What follows belongs to an exercise in optimizing a design on an open flow for small area, a short achievable clock period and few clock cycles per item; a production flow would make more cautious choices.
The RTL was checked by simulation tests, not by an equivalence proof against the original design.
Power and IR drop assume default switching activity.

[design/flow/design.v]
package instr_register_pkg;
  typedef enum logic [2:0] {
    ZERO  = 3'd0,
    PASSA = 3'd1,
    PASSB = 3'd2,
    ADD   = 3'd3,
    SUB   = 3'd4,
    MULT  = 3'd5,
    DIV   = 3'd6,
    MOD   = 3'd7
  } opcode_t;
  typedef logic signed [31:0] operand_t;
  typedef logic [4:0]         address_t;
  typedef logic signed [63:0] result_t;
  typedef struct packed {
    opcode_t  opc;
    operand_t op_a;
    operand_t op_b;
    result_t  res;
  } instruction_t;
  typedef enum logic [2:0] {
    ST_IDLE = 3'd0,
    ST_READ = 3'd1,
    ST_EXEC = 3'd2,
    ST_OUT  = 3'd3,
    ST_FIN  = 3'd4
  } exec_state_t;
  function automatic result_t sext_operand(input operand_t op);
    sext_operand = {{32{op[31]}}, op};
  endfunction
endpackage
module instr_add32 (
  input  logic [31:0] x,
  input  logic [31:0] y,
  input  logic        ci,
  output logic [31:0] s,
  output logic        co
);
  logic [32:0] c;
  assign c[0] = ci;
  genvar i;
  generate
    for (i = 0; i < 32; i = i + 1) begin : g_bit
      assign s[i]   = x[i] ^ y[i] ^ c[i];
      assign c[i+1] = (x[i] & y[i]) | (x[i] & c[i]) | (y[i] & c[i]);
    end
  endgenerate
  assign co = c[32];
endmodule
module instr_step (
  input  logic        mul,
  input  logic [31:0] x,
  input  logic [31:0] y,
  input  logic        ci,
  input  logic        dbit,
  output logic [31:0] xo,
  output logic        pb,
  output logic        q
);
  logic [31:0] t;
  logic        co;
  logic        t32;
  instr_add32 u_add (.x(x), .y(y), .ci(ci), .s(t), .co(co));
  assign t32 = x[31] ^ y[31] ^ co;
  assign q   = co;
  assign pb  = t[0];
  assign xo  = mul ? {t32, t[31:1]} : {(co ? t[30:0] : x[30:0]), dbit};
endmodule
module instr_exec_seq
#(
  parameter int DIV_EN = 1
) (
  input  logic         clk,
  input  logic         reset_n,
  input  logic         start,
  input  instr_register_pkg::address_t     start_addr,
  input  logic [5:0]   count,
  output instr_register_pkg::address_t     read_pointer,
  input  instr_register_pkg::instruction_t instruction_word,
  output logic         busy,
  output logic         done,
  output logic         res_valid,
  input  logic         res_ready,
  output instr_register_pkg::address_t     res_addr,
  output instr_register_pkg::opcode_t      res_opcode,
  output instr_register_pkg::result_t      res_value,
  output logic         res_err
);
  localparam logic [3:0] LAST_IT = 4'd10;   
  logic [2:0]  cap_opc;
  logic [31:0] cap_a;
  logic [31:0] cap_b;
  logic        cap_ok;      
  logic        adv;         
  logic [5:0]  to_issue;    
  logic        it;          
  logic        post;        
  logic [3:0]  cnt;
  logic        ext;         
  logic [63:0] w;
  logic [4:0]  rp;
  logic unused_res;
  assign unused_res = ^instruction_word.res;
  assign read_pointer = rp;
  assign res_value    = w;
  logic c_pa, c_pb, c_add, c_sub, c_mul, c_dm, c_isdiv, c_mod;
  logic sa, sb;
  assign c_pa    = (cap_opc == 3'd1);
  assign c_pb    = (cap_opc == 3'd2);
  assign c_add   = (cap_opc == 3'd3);
  assign c_sub   = (cap_opc == 3'd4);
  assign c_mul   = (cap_opc == 3'd5);
  assign c_dm    = cap_opc[2] & cap_opc[1];
  assign c_isdiv = ~cap_opc[0];
  assign c_mod   = c_dm & cap_opc[0];
  assign sa      = cap_a[31];
  assign sb      = cap_b[31];
  logic [31:0] ma, mb;
  logic [32:0] ta, tb;
  assign ma = cap_a ^ {32{sa}};
  assign mb = cap_b ^ {32{sb}};
  assign ta[32] = 1'b0;
  assign tb[32] = 1'b0;
  genvar gi;
  generate
    for (gi = 31; gi >= 0; gi = gi - 1) begin : g_len
      assign ta[gi] = ta[gi+1] | ma[gi];
      assign tb[gi] = tb[gi+1] | mb[gi];
    end
  endgenerate
  logic az, bz, a_lt_b;
  assign az    = ~ta[0] & ~sa;                  
  assign bz    = (~tb[0] & ~sb) || (DIV_EN == 0);  
  assign a_lt_b = |(tb[32:1] & ~ta[31:0]);       
  logic quick;   
  assign quick = c_mul ? (az | bz) : (bz | a_lt_b);
  logic f_iter;   
  assign f_iter = instruction_word.opc[2] & (instruction_word.opc[1] | instruction_word.opc[0]);
  logic [31:0] pv;
  logic        pneg;
  assign pv   = c_isdiv ? w[31:0] : {1'b0, ext, w[63:34]};
  assign pneg = c_isdiv ? (sa ^ sb) : sa;
  logic        xa, yb, ya, sci;
  logic [31:0] sx, sy, ss;
  logic        sco, s32;
  assign xa  = ~post & (c_pa | c_add | c_sub | (c_mul & ~quick) | (c_mod & ~bz & a_lt_b));
  assign yb  = ~post & (c_pb | c_add | c_sub);
  assign ya  = ~post & c_dm & ~quick;
  assign sci = post ? pneg : (c_sub | (ya & sa));
  assign sx  = xa ? cap_a : 32'd0;
  assign sy  = (yb ? cap_b : 32'd0) | (ya ? cap_a : 32'd0) | (post ? pv : 32'd0);
  instr_add32 u_sadd (.x(sx), .y(sy ^ {32{sci}}), .ci(sci), .s(ss), .co(sco));
  assign s32 = sx[31] ^ (sy[31] & ~post) ^ sci ^ sco;   
  logic [31:0] bd;
  logic        last;
  assign bd   = ~mb;           
  assign last = (cnt == LAST_IT);
  logic [31:0] x0, x1, x2, x3, y0, y1, y2;
  logic        ci0, ci1, ci2, p0, p1, p2, q0, q1, q2, s2;
  assign x0  = {ext, w[63:34], c_mul ? w[33] : w[32]};
  assign s2  = c_mul & last & w[2];
  assign y0  = c_mul ? (cap_b & {32{w[0]}}) : bd;
  assign y1  = c_mul ? (cap_b & {32{w[1]}}) : bd;
  assign y2  = c_mul ? ((cap_b & {32{w[2]}}) ^ {32{s2}}) : bd;
  assign ci0 = c_mul ? 1'b0 : ~sb;
  assign ci1 = c_mul ? 1'b0 : ~sb;
  assign ci2 = c_mul ? s2 : ~sb;
  instr_step u_st0 (.mul(c_mul), .x(x0), .y(y0), .ci(ci0), .dbit(w[31]), .xo(x1), .pb(p0), .q(q0));
  instr_step u_st1 (.mul(c_mul), .x(x1), .y(y1), .ci(ci1), .dbit(w[30]), .xo(x2), .pb(p1), .q(q1));
  instr_step u_st2 (.mul(c_mul), .x(x2), .y(y2), .ci(ci2), .dbit(w[29]), .xo(x3), .pb(p2), .q(q2));
  logic [64:0] chain;
  assign chain = c_mul ? {x3, p2, p1, p0, w[32:3]}
                       : {x3, w[29:0], q0, q1, q2};
  logic pending, issue_s, issue_i, issue, finish, consumed, stall;
  logic c_iter;
  assign stall    = res_valid & ~res_ready;           
  assign c_iter   = (c_mul | c_dm) & ~quick;
  assign pending  = busy & cap_ok & (to_issue != 6'd0) & ~it & ~post;
  assign issue_s  = pending & ~c_iter;
  assign issue_i  = pending &  c_iter;
  assign issue    = issue_s | issue_i;
  assign finish   = (it & last & c_mul) | post;
  assign consumed = issue_s | finish;
  logic penult;
  assign penult = c_mul ? (it & (cnt == LAST_IT - 4'd1)) : (it & last);
  logic [4:0] rp_inc, rp_dec, rp_fetch, rp_go, rp_hold;
  logic       adv_go, adv_hold, ok_go, ok_hold, fetch_go;
  assign rp_inc   = rp + 5'd1;
  assign rp_dec   = rp - 5'd1;
  assign rp_fetch = f_iter ? rp : rp_inc;
  assign fetch_go = ~cap_ok | (consumed & adv);
  assign rp_go    = fetch_go ? rp_fetch :
                    consumed ? rp_inc :
                    adv      ? rp_dec :
                    penult   ? rp_inc : rp;
  assign adv_go   = fetch_go ? ~f_iter : (~consumed & ~adv & penult) ? 1'b1 : adv;
  assign ok_go    = ~cap_ok | ~(consumed ^ adv);
  assign rp_hold  = ~cap_ok ? rp_fetch : adv ? rp_dec : rp;
  assign adv_hold = ~cap_ok ? ~f_iter : adv;
  assign ok_hold  = ~cap_ok | ~adv;
  logic lastbeat;
  assign lastbeat = res_valid & (to_issue == 6'd0);   
  always_ff @(posedge clk or negedge reset_n) begin
    if (!reset_n) begin
      busy      <= 1'b0;
      done      <= 1'b0;
      res_valid <= 1'b0;
      it        <= 1'b0;
      post      <= 1'b0;
      cap_ok    <= 1'b0;
    end else begin
      if (!busy) begin
        it        <= 1'b0;
        post      <= 1'b0;
        cap_ok    <= 1'b0;
        res_valid <= 1'b0;
        busy      <= start & ~done & (count != 6'd0);
        done      <= start & ~done & (count == 6'd0);
      end else begin
        cap_ok    <= stall ? ok_hold : ok_go;
        it        <= stall ? it : (issue_i | (it & ~last));
        post      <= it & last & ~c_mul;
        res_valid <= stall | issue_s | finish;
        busy      <= ~(res_ready & lastbeat);
        done      <=   res_ready & lastbeat;
      end
    end
  end
  always_ff @(posedge clk) begin
    cap_opc <= instruction_word.opc;
    cap_a   <= instruction_word.op_a;
    cap_b   <= instruction_word.op_b;
    if (!busy) begin
      rp       <= start_addr;
      to_issue <= count;
    end else begin
      rp       <= stall ? rp_hold : rp_go;
      adv      <= stall ? adv_hold : adv_go;
      if (issue && !stall) to_issue <= to_issue - 6'd1;
    end
    if (issue && !stall) begin
      res_addr   <= adv ? rp_dec : rp;
      res_opcode <= instr_register_pkg::opcode_t'(cap_opc);
      res_err    <= c_dm & bz;
    end
    if (issue_i && !stall) cnt <= 4'd0;
    else if (it)           cnt <= cnt + 4'd1;
    if (it) begin
      {ext, w} <= chain;
    end else if (!stall) begin
      ext <= 1'b0;
      w   <= {(issue_i ? 31'd0 : {31{s32}}), s32, ss};
    end
  end
endmodule
[design/flow/run.sh]
#!/bin/bash
# synth_recipe.tcl (not shown) runs the flow's synth.tcl, then flattens the netlist and writes it again
# the make line also repeats each setting of config.mk as NAME=value (left out here)
make -C /OpenROAD-flow-scripts/flow DESIGN_CONFIG=/design/flow/config.mk WORK_HOME=/design/flow/orfs CLKGATE_MAP_FILE= SYNTH_SCRIPT=/design/flow/synth_recipe.tcl finish
[design/flow/config.mk]
export PLATFORM = sky130hd
export DESIGN_NAME = instr_exec_seq
export DESIGN_NICKNAME = instr_exec_seq
export VERILOG_FILES = /design/flow/design.v
export SDC_FILE = /design/flow/constraint.sdc
export NUM_CORES = 8
export LEC_CHECK = 0
export CAP_MARGIN = 20
export CORE_MARGIN = 2
export CORE_UTILIZATION = 50
export CTS_BUF_LIST = sky130_fd_sc_hd__clkbuf_4 sky130_fd_sc_hd__clkbuf_8
export PLACE_DENSITY = 0.65
export SLEW_MARGIN = 20
[design/flow/constraint.sdc]
create_clock -name core_clock -period 240.0 [get_ports {clk}]
set_input_delay 48.0000 -clock core_clock [delete_from_list [all_inputs] [get_ports {clk}]]
set_output_delay 48.0000 -clock core_clock [all_outputs]
set_load 0.01 [all_outputs]
==> results of run 1 <==
[sequential cells by signal (all words and copies together), names as in the netlist, 3 cells and up]
signal / cells
res_addr: 5
w: 64
cnt: 4
cap_a: 32
rp: 5
cap_b: 32
res_opcode: 3
to_issue: 6
cap_opc: 3
[power groups by stage]
stage	clock network, uW	logic [uW]	registers, uW
after floorplan	0	164	56.7
after global placement	0	217	61.3
after CTS	20.4	223	60.8
after detailed placement	0	222	61.3
final	19.9	221	60.9
after global routing	21.3	249	62.3
[placed cells by master, fill, tap and decap left out, drive strengths merged, types with 34 or more instances in the layout]
cell             n
o211ai          37
fa             129
edfxtp          86
nand2          146
inv             34
dfxtp           71
a21oi          121
mux2i          152
o21ai           89
clkdlybuf4s50  162
xor2            49
mux2            35
nor2           135
[worst max path at each step]
stage | from | to | slack (ns)
after floorplan | res_ready | ext$_SDFFCE_PN0P_ | 190.00
after global placement | instruction_word[128] | rp[3]$_DFFE_PP_ | 189.73
after detailed placement | instruction_word[128] | rp[3]$_DFFE_PP_ | 189.76
after CTS | rp[2]$_DFFE_PP_ | read_pointer[2] | 190.27
after global routing | instruction_word[128] | rp[3]$_DFFE_PP_ | 190.10
final | instruction_word[128] | rp[3]$_DFFE_PP_ | 190.25
[metrics by stage]
step / setup WS, ns / hold WS, ns / std cells / total power (uW) / utilization
6_report: 190.25 / 0.5511 / 1951 / 302.2 / 0.5860
5_1_grt: 190.10 / 0.5784 / 1950 / 333.0 / 0.5859
4_1_cts: 190.27 / 0.5516 / 1950 / 303.8 / 0.5859
3_5_place_dp: 189.76 / 0.5285 / 1918 / 283.1 / 0.5729
3_3_place_gp: 189.73 / 0.5185 / 1918 / 278.3 / 0.5729
2_1_floorplan: 190.00 / 0.4570 / 1497 / 220.8 / -
[worst min-delay path, delay by kind of cell (launching register included)]
kind,cells,cell delay [ns]
flops,1,0.38
xor+xnor,1,0.08
simple gates,1,0.07
[layer usage]
layer  global-route usage  part of all wire
met1               0.3893              0.44
met2               0.4418              0.47
met3              0.03474             0.068
met4              0.07133             0.016
met5                    0                 0
[cell type report]
| type | instances | area (um2) | area share |
|---|---|---|---|
| multi-input cells | 1165 | 9477 | 0.5790 |
| flip-flops and latches | 163 | 4158 | 0.2540 |
| repair buffers | 185 | 1794 | 0.1096 |
| well taps | 378 | 473.0 | 0.02889 |
| clock buffers | 18 | 241.5 | 0.01475 |
| clock inverters | 14 | 121.4 | 0.007415 |
| inverters | 27 | 101.3 | 0.006192 |
| diodes | 1 | 2.502 | 0.0001529 |
[logic make-up (layout without fill, tap and decap cells)]
group | after synthesis | in the layout | share of synthesized area
DFF | 163 | 163 | 0.2915
xor gates and xnor gates | 68 | 68 | 0.04179
AOI/OAI and AO/OA | 373 | 373 | 0.1688
adders and majority gates | 140 | 140 | 0.1909
other | 0 | 1 | 0
and+or+nand+nor | 397 | 397 | 0.1253
muxes | 187 | 187 | 0.1344
buffers and inverters | 169 | 244 | 0.04732
==> flow_summary.toml, run 1 <==
[clock_network]
cts_buffer_depth = 2
cts_resized = 0
cts.sinks = 163
insertion_delay_ns = 0.49
cts_tree = "yes"
cts-root-buf = "clkbuf_8"
holdBufCountCts = 0
cts_htree_levels = 4
cts_made_buffers = 17
clkTransAtPathRegs_ns = 0.10
post_cts_buffers = 0

[sta]
worst_slew_pin_slew_ns = 1.107
post-route-period-util = 0.2073
finalSetupTns_ns = 0
layout_min_cycle_time_ns = 49.75
finalHoldViolCount = 0
final.setup_skew_ns = 0.02503
slew_violations = 0
setup_viol_count_final = 0
rsz0062_at_grt = "no"
slew_headroom = 0.2621
max_freq_mhz = 20.10

[yosys]
yosysSeqAreaShare = 0.2915
synth_commonest_cells = "mux2i_1, nand2_1, nor2_1"
ys_top_cells_by_area = "fa_1, edfxtp_1, mux2i_1, dfxtp_1, a21oi_1"
syn_inst = 1497
yosysMostFrequentCell = "mux2i_1"
async_reset_ff_frac = 0.03681
synth_seq_cells = 163
yosysTopAreaCell = "fa_1"
netlist.area_leader.share = 0.1812
synth-edff-count = 86
ys_dominant_reg_cell = "edfxtp_1"
syn-num-nets = 1783
synth_cell_types = 70
avgSynthCellArea_um2 = 9.520
syn_area_um2 = 14250
yosysWarnings = 1

[global_route]
grt_max_degree = 93
grt_pass1_wl_um = 64730
grt_pass1_vias = 11560
grt_usage = 0.2732
gr-total-overflow = 0
antenna_found_initial = 0

[layout]
fin_area_um2 = 16370
layout-drive-gt1-share = 0.07379
nets = 1845
fillers = 2472
area_growth_pct = 14.86

[pwr]
pwr-share-comb = 0.732
p_sw_frac = 0.4784
ir_drop_mv = 0.01098
p_int_uw = 157.6
p_per_area_nw_per_um2 = 18.46
p_clk_frac = 0.066
p_sw_uw = 144.6
cellLeakagePower_uw = 0.006465
seq_power_share = 0.202

[worst_setup_path]
rr_endpoint = "w[34]$_DFFE_PP_"
worstPathMaxFanout = 5
path_common_cell = "o21ai_0"
worstReg2RegStart = "cap_opc[0]$_DFF_P_"
crit_buf_inv = 1
cp_num_cells = 6
critical-path-top-delay-family = "compound AO/OA/AOI/OAI gates"
cp-start-kind = "input port"
arrival_ns = 50.00
cp_data_required_time_ns = 240.25
slowest_delay_ns = 0.63
cp_slowest_cell = "o21ai_0"
endpoint_kind = "flop"
crit_type = "in2reg"
ff2ff_path_depth = 115
cp_cell_sequence = "clkdlybuf4s50_1, o21ai_0, nor2_1, a311oi_1, o21ai_0, a31o_2"
rrSetupSlack_ns = 192.87

[place]
dp_hpwl_um = 29950
portBuffers = 162
place_area_um2 = 16000
gp_congestion = 0.8935

[floorplanning]
boundaryPins = 227
die_h_um = 172.8
start_util = 0.5102
core-area_um2 = 27930
die_area_um2 = 29870
rows = 61
dieWidth_um = 172.8

[detailed_routing]
ant_nets = 0
wl_um = 40940
drc_errors = 0
dr.pass1.iters = 6
vias_per_cell = 6.049
vias = 11800
initialDrtViolationCount = 1131
wire_per_inst_um = 20.98

[run_status]
status = "finished clean"

[hold_path]
holdPathEnd = "cnt[3]$_SDFFE_PP0P_"
whs_path_depth = 2
min_path_type = "reg2reg"
hp-start = "cnt[3]$_SDFFE_PP0P_"

[run]
cap_violations = 0
Testbench counts, summed over its fixed seeds: cycles 26,188, items 6,353.
==> inputs of run 2 (changes only) <==
--- a/design/flow/config.mk
+++ b/design/flow/config.mk
@@ -7,7 +7,6 @@
 export LEC_CHECK = 0
 export CAP_MARGIN = 20
 export CORE_MARGIN = 2
-export CORE_UTILIZATION = 50
-export CTS_BUF_LIST = sky130_fd_sc_hd__clkbuf_4 sky130_fd_sc_hd__clkbuf_8
-export PLACE_DENSITY = 0.65
+export CORE_UTILIZATION = 25
+export PLACE_DENSITY = 0.4
 export SLEW_MARGIN = 20
==> run 2 against run 1 <==
Effect of this change: still clean; combinational power grew 2%; via count is 1.5% lower; hold slack worse by 0.0094 ns; critical path type is now reg2out; largest cell class unchanged; largest power group unchanged; highest routed layer is now met5.
==> flow_summary.toml, run 2 <==
[run_status]
status = "finished clean"

[sta]
worst_slew_pin_slew_ns = 1.102
final.setup_skew_ns = 0.02260
post-route-period-util = 0.2077
finalSetupTns_ns = 0
slew_headroom = 0.2654
finalHoldViolCount = 0
slew_violations = 0
setup_viol_count_final = 0
layout_min_cycle_time_ns = 49.85
rsz0062_at_grt = "no"
max_freq_mhz = 20.06

[pwr]
p_per_area_nw_per_um2 = 18.67
p_total_uw = 319.3
cellLeakagePower_uw = 0.006584
ir_drop_mv = 0.01033

[yosys]
synth_commonest_cells = "mux2i_1, nand2_1, nor2_1"
synth_cell_types = 70
syn_inst = 1497
yosysMostFrequentCell = "mux2i_1"
synth-edff-count = 86
syn-num-nets = 1783
synth_seq_cells = 163
ys_top_cells_by_area = "fa_1, edfxtp_1, mux2i_1, dfxtp_1, a21oi_1"
netlist.area_leader.share = 0.1812
syn_area_um2 = 14250
yosysTopAreaCell = "fa_1"
avgSynthCellArea_um2 = 9.520
yosysWarnings = 1
ys_dominant_reg_cell = "edfxtp_1"
yosysSeqAreaShare = 0.2915
async_reset_ff_frac = 0.03681

[worst_setup_path]
setup.worst_path.start = "w[2]$_DFFE_PP_"
crit_end = "res_value[2]"
cp_data_required_time_ns = 192.00
cp_cell_sequence = "clkdlybuf4s50_1"
slowest_delay_ns = 0.69
ff2ff_path_depth = 111
rrSetupSlack_ns = 193.22
rr_endpoint = "w[42]$_DFFE_PP_"
endpoint_kind = "output port"
critical-path-top-delay-family = "flip-flops"
cp_num_cells = 1
cp_slowest_cell = "edfxtp_1"
crit_type = "reg2out"
worstReg2RegStart = "cap_opc[2]$_DFF_P_"
worstPathMaxFanout = 6
cp-start-kind = "flop"
crit_buf_inv = 1
arrival_ns = 1.84

[floorplanning]
boundaryPins = 227
rows = 87
dieWidth_um = 242.8
start_util = 0.2527
core-area_um2 = 56390
die_area_um2 = 58930
die_h_um = 242.8

[place]
place_area_um2 = 16470
gp_congestion = 0.7944
portBuffers = 162
dp_hpwl_um = 36890
dp_cells = 2294

[global_route]
grt_max_degree = 78
grt_usage = 0.1730
gr-total-overflow = 0
antenna_found_initial = 4
grt_pass1_wl_um = 75990
grt_pass1_vias = 12030

[clock_network]
clkTransAtPathRegs_ns = 0.08
cts_made_buffers = 17
cts.sinks = 163
cts_htree_levels = 4
cts_tree = "yes"
cts_resized = 0
cts_buffer_depth = 2
holdBufCountCts = 0
insertion_delay_ns = 0.51
cts-root-buf = "clkbuf_16"
post_cts_buffers = 0

[run]
cap_violations = 0

[layout]
regMostFlops = "w"
fin_area_um2 = 17100
top_regs = "w: 64 flops, cap_a: 32 flops, cap_b: 32 flops"
area_growth_pct = 20.00
final_common_cell = "clkdlybuf4s50_1"
instances_no_fill = 2328
largest_reg_flops = 64
layout-drive-gt1-share = 0.07320
layout_common_cells = "clkdlybuf4s50_1, mux2i_1, nand2_1, nor2_1, fa_1"
nets = 1844

[detailed_routing]
drc_errors = 0
initialDrtViolationCount = 852
vias = 11620
vias_per_cell = 4.993
wire_per_inst_um = 21.63
ant_nets = 0
dr.pass1.iters = 5
wl_um = 50360

[hold_path]
min_path_type = "reg2reg"
-- run 2: cell count changes in the layout (fill, tap and decap cells not counted), sizes merged --
| cell | before | now |
|---|---|---|
| clkinv | 6 | 2 |
| clkbuf | 18 | 22 |
| buf | 23 | 22 |
-- run 2: worst min path at each step --
stage	from	to	slack, ns	cells after the start
finish	cnt[1]$_SDFFE_PP0P_	cnt[1]$_SDFFE_PP0P_	0.54	2
global placement	cnt[1]$_SDFFE_PP0P_	cnt[1]$_SDFFE_PP0P_	0.52	2
global route	cnt[1]$_SDFFE_PP0P_	cnt[1]$_SDFFE_PP0P_	0.57	2
CTS	cnt[1]$_SDFFE_PP0P_	cnt[1]$_SDFFE_PP0P_	0.55	2
detailed placement	cnt[3]$_SDFFE_PP0P_	cnt[3]$_SDFFE_PP0P_	0.53	2
floorplan	cap_opc[0]$_DFF_P_	res_opcode[0]$_DFFE_PP_	0.46	0
-- run 2: power breakdown --
part | leakage [uW] | switching, uW | internal, uW | total [uW]
Combinational | 0.00472 | 120 | 106 | 226
Sequential | 0.00157 | 18.5 | 45.6 | 64.0
Clock | 0.000296 | 13.6 | 15.5 | 29.1
Total | 0.00658 | 152 | 167 | 319
-- run 2: area by class of cell --
cell class / count / area (um2)
diodes: 1 / 2.502
clock buffers: 22 / 518.0
clock inverters: 10 / 80.08
fillers: 6059 / 39290
inverters: 27 / 101.3
multi-input cells: 1165 / 9487
flip-flops and latches: 163 / 4160
well taps: 756 / 945.9
repair buffers: 184 / 1807
-- run 2: logic make-up (layout without fill, tap and decap cells) --
| family | Yosys count | count (layout) | share of synthesized area |
|---|---|---|---|
| AOI/OAI and AO/OA | 373 | 373 | 0.1688 |
| xor gates and xnor gates | 68 | 68 | 0.04179 |
| adders and majority gates | 140 | 140 | 0.1909 |
| buffers and inverters | 169 | 243 | 0.04732 |
| DFF | 163 | 163 | 0.2915 |
| muxes | 187 | 187 | 0.1344 |
| other | 0 | 1 | 0 |
| and+or+nand+nor | 397 | 397 | 0.1253 |
-- run 2: through the flow --
| stage | utilization | hold slack (ns) | setup WS (ns) |
|---|---|---|---|
| final | 0.3033 | 0.5417 | 190.16 |
| after global routing | 0.3032 | 0.5694 | 190.09 |
| after CTS | 0.3027 | 0.5477 | 190.09 |
| after detailed placement | 0.2921 | 0.5306 | 189.76 |
| after global placement | 0.2921 | 0.5196 | 189.76 |
| after floorplan | - | 0.4570 | 190.00 |
-- run 2: metal layers --
layer / GRT usage / wire (um) / up-vias
met4: 0.04962 / 800 / 2
met2: 0.2917 / 24440 / 242
li1: - / - / 5496
met5: 0 / 12 / -
met1: 0.2259 / 23080 / 5844
met3: 0.03140 / 2023 / 40

[re-timing with driven ports]
Ports are ideal in the flow. The routed layouts listed here were re-timed in OpenROAD. Step 1 assumes that a clkbuf_16 drives the clock port and a buf_2 every other input. Step 2 times the ports against the registers' clock, not the clock port: input delays grow and output delays shrink by t, the midpoint of the rising clock arrivals with the driver on. Three values: no drivers, after step 1, after step 2; two values: the first two.
run | t, ns | slack for setup (ns) | clock arrival spread, ns
run 1 | 0.522 | 190.251 / 190.228 / 189.752 | 0.025 / 0.025
run 2 | 0.553 | 190.156 / 190.102 / 189.812 | 0.023 / 0.023
After both steps setup and hold are still met in every run listed. For run 1, which loses most, drivers alone change the setup slack by -0.023 ns; drivers and shift together by -0.499 ns.
